Context: an optimization exercise on an open-source flow, tuned for a short achievable clock period and few clock cycles. The choices shown serve that exercise and are no tape-out recipe. In this exercise RTL edits were held to simulation tests only and were not proved equivalent to the original. Power is estimated from default activity; no workload was simulated.

==> inputs of run a <==
==> flow/design.v <==
package rv32_pkg;
    localparam int OP_ADD  = 0;
    localparam int OP_SUB  = 1;
    localparam int OP_SLL  = 2;
    localparam int OP_SLT  = 3;
    localparam int OP_SLTU = 4;
    localparam int OP_XOR  = 5;
    localparam int OP_SRL  = 6;
    localparam int OP_SRA  = 7;
    localparam int OP_OR   = 8;
    localparam int OP_AND  = 9;
endpackage
`timescale 1ns/1ps
module alu (
    input  logic [32-1:0] a,
    input  logic [32-1:0] b,
    input  logic [4:0]       shamt,
    input  logic [9:0]       op,
    output logic [32-1:0] result,
    output logic [32-1:0] sum
);
    logic [32-1:0] diff;
    logic             lt_s;
    logic             lt_u;
    logic [32-1:0] sll;
    logic [32-1:0] sr;
    logic             fill;
    assign sum   = a + b;
    assign diff  = a - b;
    logic [31:0] lt0, eq0;
    logic [15:0] lt1, eq1;
    logic [7:0]  lt2, eq2;
    logic [3:0]  lt3, eq3;
    logic [1:0]  lt4, eq4;
    logic        lt1s, lt2s, lt3s, lt4s;
    assign lt0 = ~a & b;
    assign eq0 = ~(a ^ b);
    for (genvar i = 0; i < 16; i++) begin : g_cmp1
        assign lt1[i] = lt0[2*i+1] | (eq0[2*i+1] & lt0[2*i]);
        assign eq1[i] = eq0[2*i+1] & eq0[2*i];
    end
    for (genvar i = 0; i < 8; i++) begin : g_cmp2
        assign lt2[i] = lt1[2*i+1] | (eq1[2*i+1] & lt1[2*i]);
        assign eq2[i] = eq1[2*i+1] & eq1[2*i];
    end
    for (genvar i = 0; i < 4; i++) begin : g_cmp3
        assign lt3[i] = lt2[2*i+1] | (eq2[2*i+1] & lt2[2*i]);
        assign eq3[i] = eq2[2*i+1] & eq2[2*i];
    end
    for (genvar i = 0; i < 2; i++) begin : g_cmp4
        assign lt4[i] = lt3[2*i+1] | (eq3[2*i+1] & lt3[2*i]);
        assign eq4[i] = eq3[2*i+1] & eq3[2*i];
    end
    assign lt1s = (a[31] & ~b[31]) | (eq0[31] & lt0[30]);
    assign lt2s = lt1s | (eq1[15] & lt1[14]);
    assign lt3s = lt2s | (eq2[7] & lt2[6]);
    assign lt4s = lt3s | (eq3[3] & lt3[2]);
    assign lt_u = lt4[1] | (eq4[1] & lt4[0]);
    assign lt_s = lt4s   | (eq4[1] & lt4[0]);
    assign fill = op[rv32_pkg::OP_SRA] & a[32-1];
    assign sll  = a << shamt;
    assign sr   = 32'({{32{fill}}, a} >> shamt);
    assign result =
          ({32{op[rv32_pkg::OP_ADD]}}  & sum)
        | ({32{op[rv32_pkg::OP_SUB]}}  & diff)
        | ({32{op[rv32_pkg::OP_SLL]}}  & sll)
        | ({32{op[rv32_pkg::OP_SLT]}}  & {{(32-1){1'b0}}, lt_s})
        | ({32{op[rv32_pkg::OP_SLTU]}} & {{(32-1){1'b0}}, lt_u})
        | ({32{op[rv32_pkg::OP_XOR]}}  & (a ^ b))
        | ({32{op[rv32_pkg::OP_SRL] | op[rv32_pkg::OP_SRA]}} & sr)
        | ({32{op[rv32_pkg::OP_OR]}}   & (a | b))
        | ({32{op[rv32_pkg::OP_AND]}}  & (a & b));
endmodule
`timescale 1ns/1ps
module register_file (
    input  logic             clk,
    input  logic             rst,
    input  logic [31:0]      wr_sel,     
    input  logic [32-1:0] wr_data,
    input  logic [31:0]      rd_sel0,    
    input  logic [31:0]      rd_sel1,
    output logic [32-1:0] rd_data0,
    output logic [32-1:0] rd_data1
);
    wire [32-1:0] regs [32];
    assign regs[0] = '0;
    logic [32-1:0] wr_value;
    assign wr_value = rst ? '0 : wr_data;
    for (genvar i = 1; i < 32; i++) begin : g_reg
        logic [32-1:0] q;
        always_ff @(posedge clk) begin
            if (rst || wr_sel[i]) begin
                q <= wr_value;
            end
        end
        assign regs[i] = q;
    end
    always_comb begin
        rd_data0 = '0;
        rd_data1 = '0;
        for (int i = 1; i < 32; i++) begin
            rd_data0 = rd_data0 | ({32{rd_sel0[i]}} & regs[i]);
            rd_data1 = rd_data1 | ({32{rd_sel1[i]}} & regs[i]);
        end
    end
endmodule
`timescale 1ns/1ps
module instr_decoder (
    input  logic [31:0]        instr,
    output logic [4:0]         rs1,
    output logic [4:0]         rs2,
    output logic [4:0]         rd,
    output logic [32-1:0]   imm,
    output logic [9:0]         alu_op,
    output logic               is_alu,
    output logic               is_reg,
    output logic               is_load,
    output logic               is_store
);
    logic [2:0] funct3;
    logic       alt;
    assign rs1    = instr[19:15];
    assign rs2    = instr[24:20];
    assign rd     = instr[11:7];
    assign funct3 = instr[14:12];
    assign alt    = instr[30];
    assign is_alu   = instr[4];
    assign is_reg   = instr[4] & instr[5];
    assign is_load  = ~instr[4] & ~instr[5];
    assign is_store = ~instr[4] & instr[5];
    assign imm = is_store ? {{(32-12){instr[31]}}, instr[31:25], instr[11:7]}
                          : {{(32-12){instr[31]}}, instr[31:20]};
    always_comb begin
        alu_op = '0;
        case (funct3)
            3'b000: begin
                if (is_reg && alt) alu_op[rv32_pkg::OP_SUB] = 1'b1;
                else               alu_op[rv32_pkg::OP_ADD] = 1'b1;
            end
            3'b001: alu_op[rv32_pkg::OP_SLL]  = 1'b1;
            3'b010: alu_op[rv32_pkg::OP_SLT]  = 1'b1;
            3'b011: alu_op[rv32_pkg::OP_SLTU] = 1'b1;
            3'b100: alu_op[rv32_pkg::OP_XOR]  = 1'b1;
            3'b101: begin
                if (alt) alu_op[rv32_pkg::OP_SRA] = 1'b1;
                else     alu_op[rv32_pkg::OP_SRL] = 1'b1;
            end
            3'b110: alu_op[rv32_pkg::OP_OR]   = 1'b1;
            default: alu_op[rv32_pkg::OP_AND] = 1'b1;
        endcase
    end
endmodule
`timescale 1ns/1ps
module core_control (
    input  logic         clk,
    input  logic         rst,
    input  logic         executed,
    output logic         instruction_done,
    output logic [31:0]  instructions_completed,
    output logic [31:0]  pc
);
    always_ff @(posedge clk) begin
        if (rst) begin
            instruction_done <= 1'b0;
        end else begin
            instruction_done <= executed;
        end
    end
    always_ff @(posedge clk) begin
        if (rst) begin
            instructions_completed <= '0;
        end else if (instruction_done) begin
            instructions_completed <= instructions_completed + 32'd1;
        end
    end
    always_ff @(posedge clk) begin
        if (rst) begin
            pc <= '0;
        end else if (instruction_done) begin
            pc <= pc + 32'd4;
        end
    end
endmodule
`timescale 1ns/1ps
module rv32_core (
    input  logic             clk,
    input  logic             rst,
    output logic [32-1:0] mem_addr,
    input  logic [32-1:0] mem_rd_data,
    output logic [32-1:0] mem_wr_data,
    output logic             mem_wr_ena,
    output logic [32-1:0] pc,
    output logic             instruction_done,
    output logic [31:0]      instructions_completed
);
    localparam int QDEPTH = 5;
    logic [32-1:0] maddr;      
    logic             m_cyc;      
    logic             m_st;       
    logic [32-1:0] wdata;
    logic [31:2]      fa;         
    logic             fetch;      
    logic [31:0]      ir;                   
    logic             ir_v;
    logic [31:0]      ir_sel1, ir_sel2;     
    logic [31:0]      fq [QDEPTH];
    logic [QDEPTH:0]  fq_cnt;               
    logic             fq_empty;
    logic [2:0]       fq_rp, fq_wp;         
    logic             load_head, pop, push;
    logic [31:0]      head_next;
    logic             adv;                  
    logic             dstall;
    logic             ir_dep;               
    logic             h_writes;
    logic [4:0]       d_rs1, d_rs2, d_rd;
    logic [32-1:0] d_imm;
    logic [9:0]       d_op;
    logic             d_alu, d_reg, d_ld, d_st, d_shift;
    logic             e_v;
    logic [32-1:0] e_a, e_b, e_sd;
    logic [4:0]       e_sh;       
    logic [4:0]       e_rd;
    logic [9:0]       e_op;
    logic             e_wr, e_ldw, e_ls, e_st;
    logic [32-1:0] alu_result;
    logic [32-1:0] alu_sum;
    logic             p_alu, p_ld;
    logic [4:0]       p_rd;
    logic [32-1:0] p_res;
    logic             wr_ena;
    logic [31:0]      p_we;       
    logic [32-1:0] wr_data;
    logic [32-1:0] rf_data0, rf_data1;
    logic             fwd_p1, fwd_p2;
    logic [32-1:0] val1, val2, b_next;
    assign adv   = ir_v & ~dstall;
    assign fetch = ~m_cyc & ~(ir_v & fq_cnt[QDEPTH]);
    instr_decoder u_decoder (
        .instr    (ir),
        .rs1      (d_rs1),
        .rs2      (d_rs2),
        .rd       (d_rd),
        .imm      (d_imm),
        .alu_op   (d_op),
        .is_alu   (d_alu),
        .is_reg   (d_reg),
        .is_load  (d_ld),
        .is_store (d_st)
    );
    assign d_shift = d_alu & (ir[13:12] == 2'b01);
    assign wr_ena  = p_alu | p_ld;
    assign wr_data = p_ld ? mem_rd_data : p_res;
    register_file u_regfile (
        .clk      (clk),
        .rst      (rst),
        .wr_sel   (p_we),
        .wr_data  (wr_data),
        .rd_sel0  (ir_sel1),
        .rd_sel1  (ir_sel2),
        .rd_data0 (rf_data0),
        .rd_data1 (rf_data1)
    );
    assign dstall = e_v & ir_dep;
    assign h_writes = ~(~d_alu & d_st) & (d_rd != 5'd0);
    assign fwd_p1 = wr_ena & (p_rd == d_rs1);
    assign fwd_p2 = wr_ena & (p_rd == d_rs2);
    assign val1   = fwd_p1 ? wr_data : rf_data0;
    assign val2   = fwd_p2 ? wr_data : rf_data1;
    assign b_next = d_reg ? val2 : d_imm;
    alu u_alu (
        .a      (e_a),
        .b      (e_b),
        .shamt  (e_sh),
        .op     (e_op),
        .result (alu_result),
        .sum    (alu_sum)
    );
    always_ff @(posedge clk) begin
        if (rst) begin
            maddr <= '0;
            fa    <= '0;
            m_cyc <= 1'b0;
            m_st  <= 1'b0;
            p_alu <= 1'b0;
            p_ld  <= 1'b0;
            p_we  <= '0;
        end else begin
            if (e_v & e_ls) begin
                maddr <= alu_sum;
            end else if (fetch) begin
                maddr <= {fa + 30'd1, 2'b00};
            end else begin
                maddr <= {fa, 2'b00};
            end
            if (fetch) begin
                fa <= fa + 30'd1;
            end
            m_cyc <= e_v & e_ls;
            m_st  <= e_v & e_st;
            p_alu <= e_v & e_wr;
            p_ld  <= e_v & e_ldw;
            p_we  <= (e_v & (e_wr | e_ldw)) ? (32'd1 << e_rd) : 32'd0;
        end
    end
    always_ff @(posedge clk) begin
        p_rd  <= e_rd;
        p_res <= alu_result;
        wdata <= e_sd;
    end
    assign load_head = ~ir_v | adv;
    assign fq_empty  = fq_cnt[0];
    assign pop       = load_head & ~fq_empty;
    assign push      = fetch & ~(load_head & fq_empty);
    assign head_next = fq_empty ? mem_rd_data : fq[fq_rp];
    always_ff @(posedge clk) begin
        if (rst) begin
            ir_v   <= 1'b0;
            fq_cnt <= (QDEPTH + 1)'(1);
            fq_rp  <= '0;
            fq_wp  <= '0;
        end else begin
            if (load_head) begin
                ir_v <= ~fq_empty | fetch;
            end
            case ({pop, push})
                2'b10:   fq_cnt <= fq_cnt >> 1;
                2'b01:   fq_cnt <= fq_cnt << 1;
                default: fq_cnt <= fq_cnt;
            endcase
            if (pop) begin
                fq_rp <= (fq_rp == 3'(QDEPTH - 1)) ? 3'd0 : fq_rp + 3'd1;
            end
            if (push) begin
                fq_wp <= (fq_wp == 3'(QDEPTH - 1)) ? 3'd0 : fq_wp + 3'd1;
            end
        end
    end
    always_ff @(posedge clk) begin
        if (load_head) begin
            ir_dep  <= adv & h_writes
                     & ((d_rd == head_next[19:15])
                        | ((d_rd == head_next[24:20]) & head_next[5]));
            ir      <= head_next;
            ir_sel1 <= 32'd1 << head_next[19:15];
            ir_sel2 <= 32'd1 << head_next[24:20];
        end
        for (int i = 0; i < QDEPTH; i++) begin
            if (fetch && fq_wp == 3'(i)) begin
                fq[i] <= mem_rd_data;
            end
        end
    end
    always_ff @(posedge clk) begin
        if (rst) begin
            e_v <= 1'b0;
        end else begin
            e_v <= adv;
        end
    end
    always_ff @(posedge clk) begin
        e_a   <= val1;
        e_b   <= b_next;
        e_sd  <= val2;
        e_sh  <= d_shift ? b_next[4:0] : 5'd0;
        e_rd  <= d_rd;
        e_op  <= d_op;
        e_wr  <= d_alu & (d_rd != 5'd0);
        e_ldw <= d_ld & (d_rd != 5'd0);
        e_ls  <= ~d_alu;
        e_st  <= d_st;
    end
    core_control u_control (
        .clk                    (clk),
        .rst                    (rst),
        .executed               (e_v),
        .instruction_done       (instruction_done),
        .instructions_completed (instructions_completed),
        .pc                     (pc)
    );
    assign mem_addr    = maddr;
    assign mem_wr_data = wdata;
    assign mem_wr_ena  = m_st;
endmodule
==> flow/run.sh <==
#!/bin/bash
# synth_recipe.tcl (not shown) runs the flow's synth.tcl, then flattens the netlist and writes it again
# the make line also repeats each setting of config.mk as NAME=value (left out here)
make -C /OpenROAD-flow-scripts/flow DESIGN_CONFIG=/design/flow/config.mk WORK_HOME=/design/flow/orfs CLKGATE_MAP_FILE= SYNTH_SCRIPT=/design/flow/synth_recipe.tcl finish
==> flow/config.mk <==
export PLATFORM = sky130hd
export DESIGN_NAME = rv32_core
export DESIGN_NICKNAME = rv32_core
export VERILOG_FILES = /design/flow/design.v
export SDC_FILE = /design/flow/constraint.sdc
export NUM_CORES = 4
export LEC_CHECK = 0
export CAP_MARGIN = 20
export CORE_MARGIN = 2
export CORE_UTILIZATION = 35
export PLACE_DENSITY = 0.5
export SETUP_SLACK_MARGIN = 5
export SLEW_MARGIN = 20
==> flow/constraint.sdc <==
create_clock -name core_clock -period 8.0 [get_ports {clk}]
set_input_delay 1.6000 -clock core_clock [delete_from_list [all_inputs] [get_ports {clk}]]
set_output_delay 1.6000 -clock core_clock [all_outputs]
set_load 0.01 [all_outputs]
==> run b (differences from run a) <==
--- a/flow/design.v
+++ b/flow/design.v
@@ -17,15 +17,25 @@
     input  logic [4:0]       shamt,
     input  logic [9:0]       op,
-    output logic [32-1:0] result,
-    output logic [32-1:0] sum
+    output logic [32-1:0] addr,       
+    output logic [16:0]      sum_lo,     
+    output logic [15:0]      sum_hi0,    
+    output logic [15:0]      sum_hi1,    
+    output logic [16:0]      diff_lo,    
+    output logic [15:0]      diff_hi0,
+    output logic [15:0]      diff_hi1,
+    output logic             lt_s,
+    output logic             lt_u,
+    output logic [32-1:0] other
 );
-    logic [32-1:0] diff;
-    logic             lt_s;
-    logic             lt_u;
     logic [32-1:0] sll;
     logic [32-1:0] sr;
     logic             fill;
-    assign sum   = a + b;
-    assign diff  = a - b;
+    assign sum_lo   = {1'b0, a[15:0]} + {1'b0, b[15:0]};
+    assign sum_hi0  = a[31:16] + b[31:16];
+    assign sum_hi1  = a[31:16] + b[31:16] + 16'd1;
+    assign diff_lo  = {1'b0, a[15:0]} + {1'b0, ~b[15:0]} + 17'd1;
+    assign diff_hi0 = a[31:16] + ~b[31:16];
+    assign diff_hi1 = a[31:16] + ~b[31:16] + 16'd1;
+    assign addr = a + b;
     logic [31:0] lt0, eq0;
     logic [15:0] lt1, eq1;
@@ -61,10 +71,6 @@
     assign sll  = a << shamt;
     assign sr   = 32'({{32{fill}}, a} >> shamt);
-    assign result =
-          ({32{op[rv32_pkg::OP_ADD]}}  & sum)
-        | ({32{op[rv32_pkg::OP_SUB]}}  & diff)
-        | ({32{op[rv32_pkg::OP_SLL]}}  & sll)
-        | ({32{op[rv32_pkg::OP_SLT]}}  & {{(32-1){1'b0}}, lt_s})
-        | ({32{op[rv32_pkg::OP_SLTU]}} & {{(32-1){1'b0}}, lt_u})
+    assign other =
+          ({32{op[rv32_pkg::OP_SLL]}}  & sll)
         | ({32{op[rv32_pkg::OP_XOR]}}  & (a ^ b))
         | ({32{op[rv32_pkg::OP_SRL] | op[rv32_pkg::OP_SRA]}} & sr)
@@ -160,23 +166,21 @@
     output logic [31:0]  pc
 );
+    logic [31:0] count_next;    
+    logic [31:0] pc_next;       
     always_ff @(posedge clk) begin
         if (rst) begin
-            instruction_done <= 1'b0;
+            instruction_done       <= 1'b0;
+            count_next             <= '0;
+            pc_next                <= '0;
+            instructions_completed <= '0;
+            pc                     <= '0;
         end else begin
             instruction_done <= executed;
-        end
-    end
-    always_ff @(posedge clk) begin
-        if (rst) begin
-            instructions_completed <= '0;
-        end else if (instruction_done) begin
-            instructions_completed <= instructions_completed + 32'd1;
-        end
-    end
-    always_ff @(posedge clk) begin
-        if (rst) begin
-            pc <= '0;
-        end else if (instruction_done) begin
-            pc <= pc + 32'd4;
+            if (executed) begin
+                count_next <= count_next + 32'd1;
+                pc_next    <= pc_next + 32'd4;
+            end
+            instructions_completed <= count_next;
+            pc                     <= pc_next;
         end
     end
@@ -200,4 +204,5 @@
     logic [32-1:0] wdata;
     logic [31:2]      fa;         
+    logic [31:2]      fa1;        
     logic             fetch;      
     logic [31:0]      ir;                   
@@ -207,5 +212,4 @@
     logic [QDEPTH:0]  fq_cnt;               
     logic             fq_empty;
-    logic [2:0]       fq_rp, fq_wp;         
     logic             load_head, pop, push;
     logic [31:0]      head_next;
@@ -214,4 +218,8 @@
     logic             ir_dep;               
     logic             h_writes;
+    logic             fp1, fp2;             
+    logic [4:0]       nh_rs1, nh_rs2;
+    logic             e_prod;
+    logic             rst_q;
     logic [4:0]       d_rs1, d_rs2, d_rd;
     logic [32-1:0] d_imm;
@@ -224,8 +232,15 @@
     logic [9:0]       e_op;
     logic             e_wr, e_ldw, e_ls, e_st;
-    logic [32-1:0] alu_result;
-    logic [32-1:0] alu_sum;
+    logic [32-1:0] alu_addr, alu_other;
+    logic             alu_lt_s, alu_lt_u;
+    logic             p_lt;
+    logic [16:0]      alu_sum_lo, alu_diff_lo;
+    logic [15:0]      alu_sum_hi0, alu_sum_hi1, alu_diff_hi0, alu_diff_hi1;
     logic             p_alu, p_ld;
     logic [4:0]       p_rd;
+    logic [16:0]      p_sum_lo, p_diff_lo;     
+    logic [15:0]      p_sum_hi0, p_sum_hi1, p_diff_hi0, p_diff_hi1;
+    logic [32-1:0] p_sum, p_diff, p_oth;
+    logic             p_add, p_sub;            
     logic [32-1:0] p_res;
     logic             wr_ena;
@@ -254,5 +269,5 @@
     register_file u_regfile (
         .clk      (clk),
-        .rst      (rst),
+        .rst      (rst_q),
         .wr_sel   (p_we),
         .wr_data  (wr_data),
@@ -264,6 +279,13 @@
     assign dstall = e_v & ir_dep;
     assign h_writes = ~(~d_alu & d_st) & (d_rd != 5'd0);
-    assign fwd_p1 = wr_ena & (p_rd == d_rs1);
-    assign fwd_p2 = wr_ena & (p_rd == d_rs2);
+    assign fwd_p1 = fp1;
+    assign fwd_p2 = fp2;
+    assign e_prod = e_v & (e_wr | e_ldw);
+    assign nh_rs1 = load_head ? head_next[19:15] : ir[19:15];
+    assign nh_rs2 = load_head ? head_next[24:20] : ir[24:20];
+    always_ff @(posedge clk) begin
+        fp1 <= e_prod & (e_rd == nh_rs1);
+        fp2 <= e_prod & (e_rd == nh_rs2);
+    end
     assign val1   = fwd_p1 ? wr_data : rf_data0;
     assign val2   = fwd_p2 ? wr_data : rf_data1;
@@ -274,37 +296,59 @@
         .shamt  (e_sh),
         .op     (e_op),
-        .result (alu_result),
-        .sum    (alu_sum)
+        .addr     (alu_addr),
+        .sum_lo   (alu_sum_lo),
+        .sum_hi0  (alu_sum_hi0),
+        .sum_hi1  (alu_sum_hi1),
+        .diff_lo  (alu_diff_lo),
+        .diff_hi0 (alu_diff_hi0),
+        .diff_hi1 (alu_diff_hi1),
+        .lt_s   (alu_lt_s),
+        .lt_u   (alu_lt_u),
+        .other  (alu_other)
     );
+    assign p_sum  = {p_sum_lo[16] ? p_sum_hi1 : p_sum_hi0, p_sum_lo[15:0]};
+    assign p_diff = {p_diff_lo[16] ? p_diff_hi1 : p_diff_hi0, p_diff_lo[15:0]};
+    assign p_res  = p_add ? p_sum : (p_sub ? p_diff : {p_oth[31:1], p_oth[0] | p_lt});
     always_ff @(posedge clk) begin
         if (rst) begin
             maddr <= '0;
             fa    <= '0;
+            fa1   <= 30'd1;
             m_cyc <= 1'b0;
             m_st  <= 1'b0;
-            p_alu <= 1'b0;
-            p_ld  <= 1'b0;
-            p_we  <= '0;
         end else begin
             if (e_v & e_ls) begin
-                maddr <= alu_sum;
+                maddr <= alu_addr;
             end else if (fetch) begin
-                maddr <= {fa + 30'd1, 2'b00};
+                maddr <= {fa1, 2'b00};
             end else begin
                 maddr <= {fa, 2'b00};
             end
             if (fetch) begin
-                fa <= fa + 30'd1;
+                fa  <= fa1;
+                fa1 <= fa1 + 30'd1;
             end
             m_cyc <= e_v & e_ls;
             m_st  <= e_v & e_st;
-            p_alu <= e_v & e_wr;
-            p_ld  <= e_v & e_ldw;
-            p_we  <= (e_v & (e_wr | e_ldw)) ? (32'd1 << e_rd) : 32'd0;
         end
     end
     always_ff @(posedge clk) begin
+        rst_q <= rst;
+        p_alu <= e_v & e_wr;
+        p_ld  <= e_v & e_ldw;
+        p_we  <= e_prod ? (32'd1 << e_rd) : 32'd0;
+    end
+    always_ff @(posedge clk) begin
         p_rd  <= e_rd;
-        p_res <= alu_result;
+        p_sum_lo   <= alu_sum_lo;
+        p_sum_hi0  <= alu_sum_hi0;
+        p_sum_hi1  <= alu_sum_hi1;
+        p_diff_lo  <= alu_diff_lo;
+        p_diff_hi0 <= alu_diff_hi0;
+        p_diff_hi1 <= alu_diff_hi1;
+        p_oth  <= alu_other;
+        p_lt   <= (e_op[rv32_pkg::OP_SLT] & alu_lt_s) | (e_op[rv32_pkg::OP_SLTU] & alu_lt_u);
+        p_add  <= e_op[rv32_pkg::OP_ADD];
+        p_sub  <= e_op[rv32_pkg::OP_SUB];
         wdata <= e_sd;
     end
@@ -313,11 +357,9 @@
     assign pop       = load_head & ~fq_empty;
     assign push      = fetch & ~(load_head & fq_empty);
-    assign head_next = fq_empty ? mem_rd_data : fq[fq_rp];
+    assign head_next = fq_empty ? mem_rd_data : fq[0];
     always_ff @(posedge clk) begin
         if (rst) begin
             ir_v   <= 1'b0;
             fq_cnt <= (QDEPTH + 1)'(1);
-            fq_rp  <= '0;
-            fq_wp  <= '0;
         end else begin
             if (load_head) begin
@@ -329,9 +371,16 @@
                 default: fq_cnt <= fq_cnt;
             endcase
+        end
+    end
+    always_ff @(posedge clk) begin
+        for (int i = 0; i < QDEPTH; i++) begin
             if (pop) begin
-                fq_rp <= (fq_rp == 3'(QDEPTH - 1)) ? 3'd0 : fq_rp + 3'd1;
-            end
-            if (push) begin
-                fq_wp <= (fq_wp == 3'(QDEPTH - 1)) ? 3'd0 : fq_wp + 3'd1;
+                if (fetch && fq_cnt[i + 1]) begin
+                    fq[i] <= mem_rd_data;
+                end else if (i < QDEPTH - 1) begin
+                    fq[i] <= fq[(i + 1) % QDEPTH];
+                end
+            end else if (fetch && fq_cnt[i]) begin
+                fq[i] <= mem_rd_data;
             end
         end
@@ -343,12 +392,7 @@
                         | ((d_rd == head_next[24:20]) & head_next[5]));
             ir      <= head_next;
-            ir_sel1 <= 32'd1 << head_next[19:15];
-            ir_sel2 <= 32'd1 << head_next[24:20];
-        end
-        for (int i = 0; i < QDEPTH; i++) begin
-            if (fetch && fq_wp == 3'(i)) begin
-                fq[i] <= mem_rd_data;
-            end
         end
+        ir_sel1 <= 32'd1 << nh_rs1;
+        ir_sel2 <= 32'd1 << nh_rs2;
     end
     always_ff @(posedge clk) begin
==> run notes <==
Detailed Route WL: run b 348 mm; run a 333 mm
Power Total: run b 38.4 mW; run a 35.9 mW
Post-route worst hold slack: run b 326 ps; run a 332 ps
Synthesized area: run b 74100 sq um; run a 69500 sq um
Met2 wire length: run b 150 mm; run a 143 mm
Slowest cell on the critical path: run b sky130_fd_sc_hd__dfxtp_2; run a sky130_fd_sc_hd__or4_4
Clock Sinks: run b 1761; run a 1580
Share of synthesized area occupied by flip-flops and latches: run b 62.0%; run a 63.0%
Met3 WL post-DR: run b 43.3 mm; run a 43.4 mm
Post-layout nets: run b 6479; run a 5804
WL per Instance: run b 37.5 microns; run a 39.6 microns
Status: run b no timing/DRC/antenna violations; run a no timing/DRC/antenna violations
Number of synthesized register bits: run b 1761; run a 1580
Timing-limited maximum frequency: run b 323 MHz; run a 316 MHz
Min-Delay Endpoint: run b wdata[28]$_DFF_P_; run a wdata[29]$_DFF_P_
Testbench counts of run a, summed over its fixed seeds: cycles 46,175.
Testbench counts of run b, summed over its fixed seeds: cycles 46,175.

## re-timing with driven ports
No port has a modelled driver above. Below, the same layouts with a new extraction and two added sets of constraints.
Step 1 assumes that a clkbuf_16 drives the clock port and a buf_2 every other input.
Step 2, shift: input delay + t, output delay - t, t = (earliest + latest rising clock arrival at the registers) / 2. This alone moves slack from input paths to output paths.
Slacks: ideal / step 1 / step 2; pairs: ideal / step 1.
run	t, ns	setup WS [ns]	clock arrival spread, ns	cell pins on the clock port's net
run a	0.927	4.833 / 4.833 / 4.172	0.040 / 0.040	1
run b	0.945	4.900 / 4.900 / 4.116	0.067 / 0.068	1
After both steps setup and hold are still met in every run listed. For run b, which loses most, drivers alone change the setup slack by 0.000 ns; drivers and shift together by -0.784 ns.
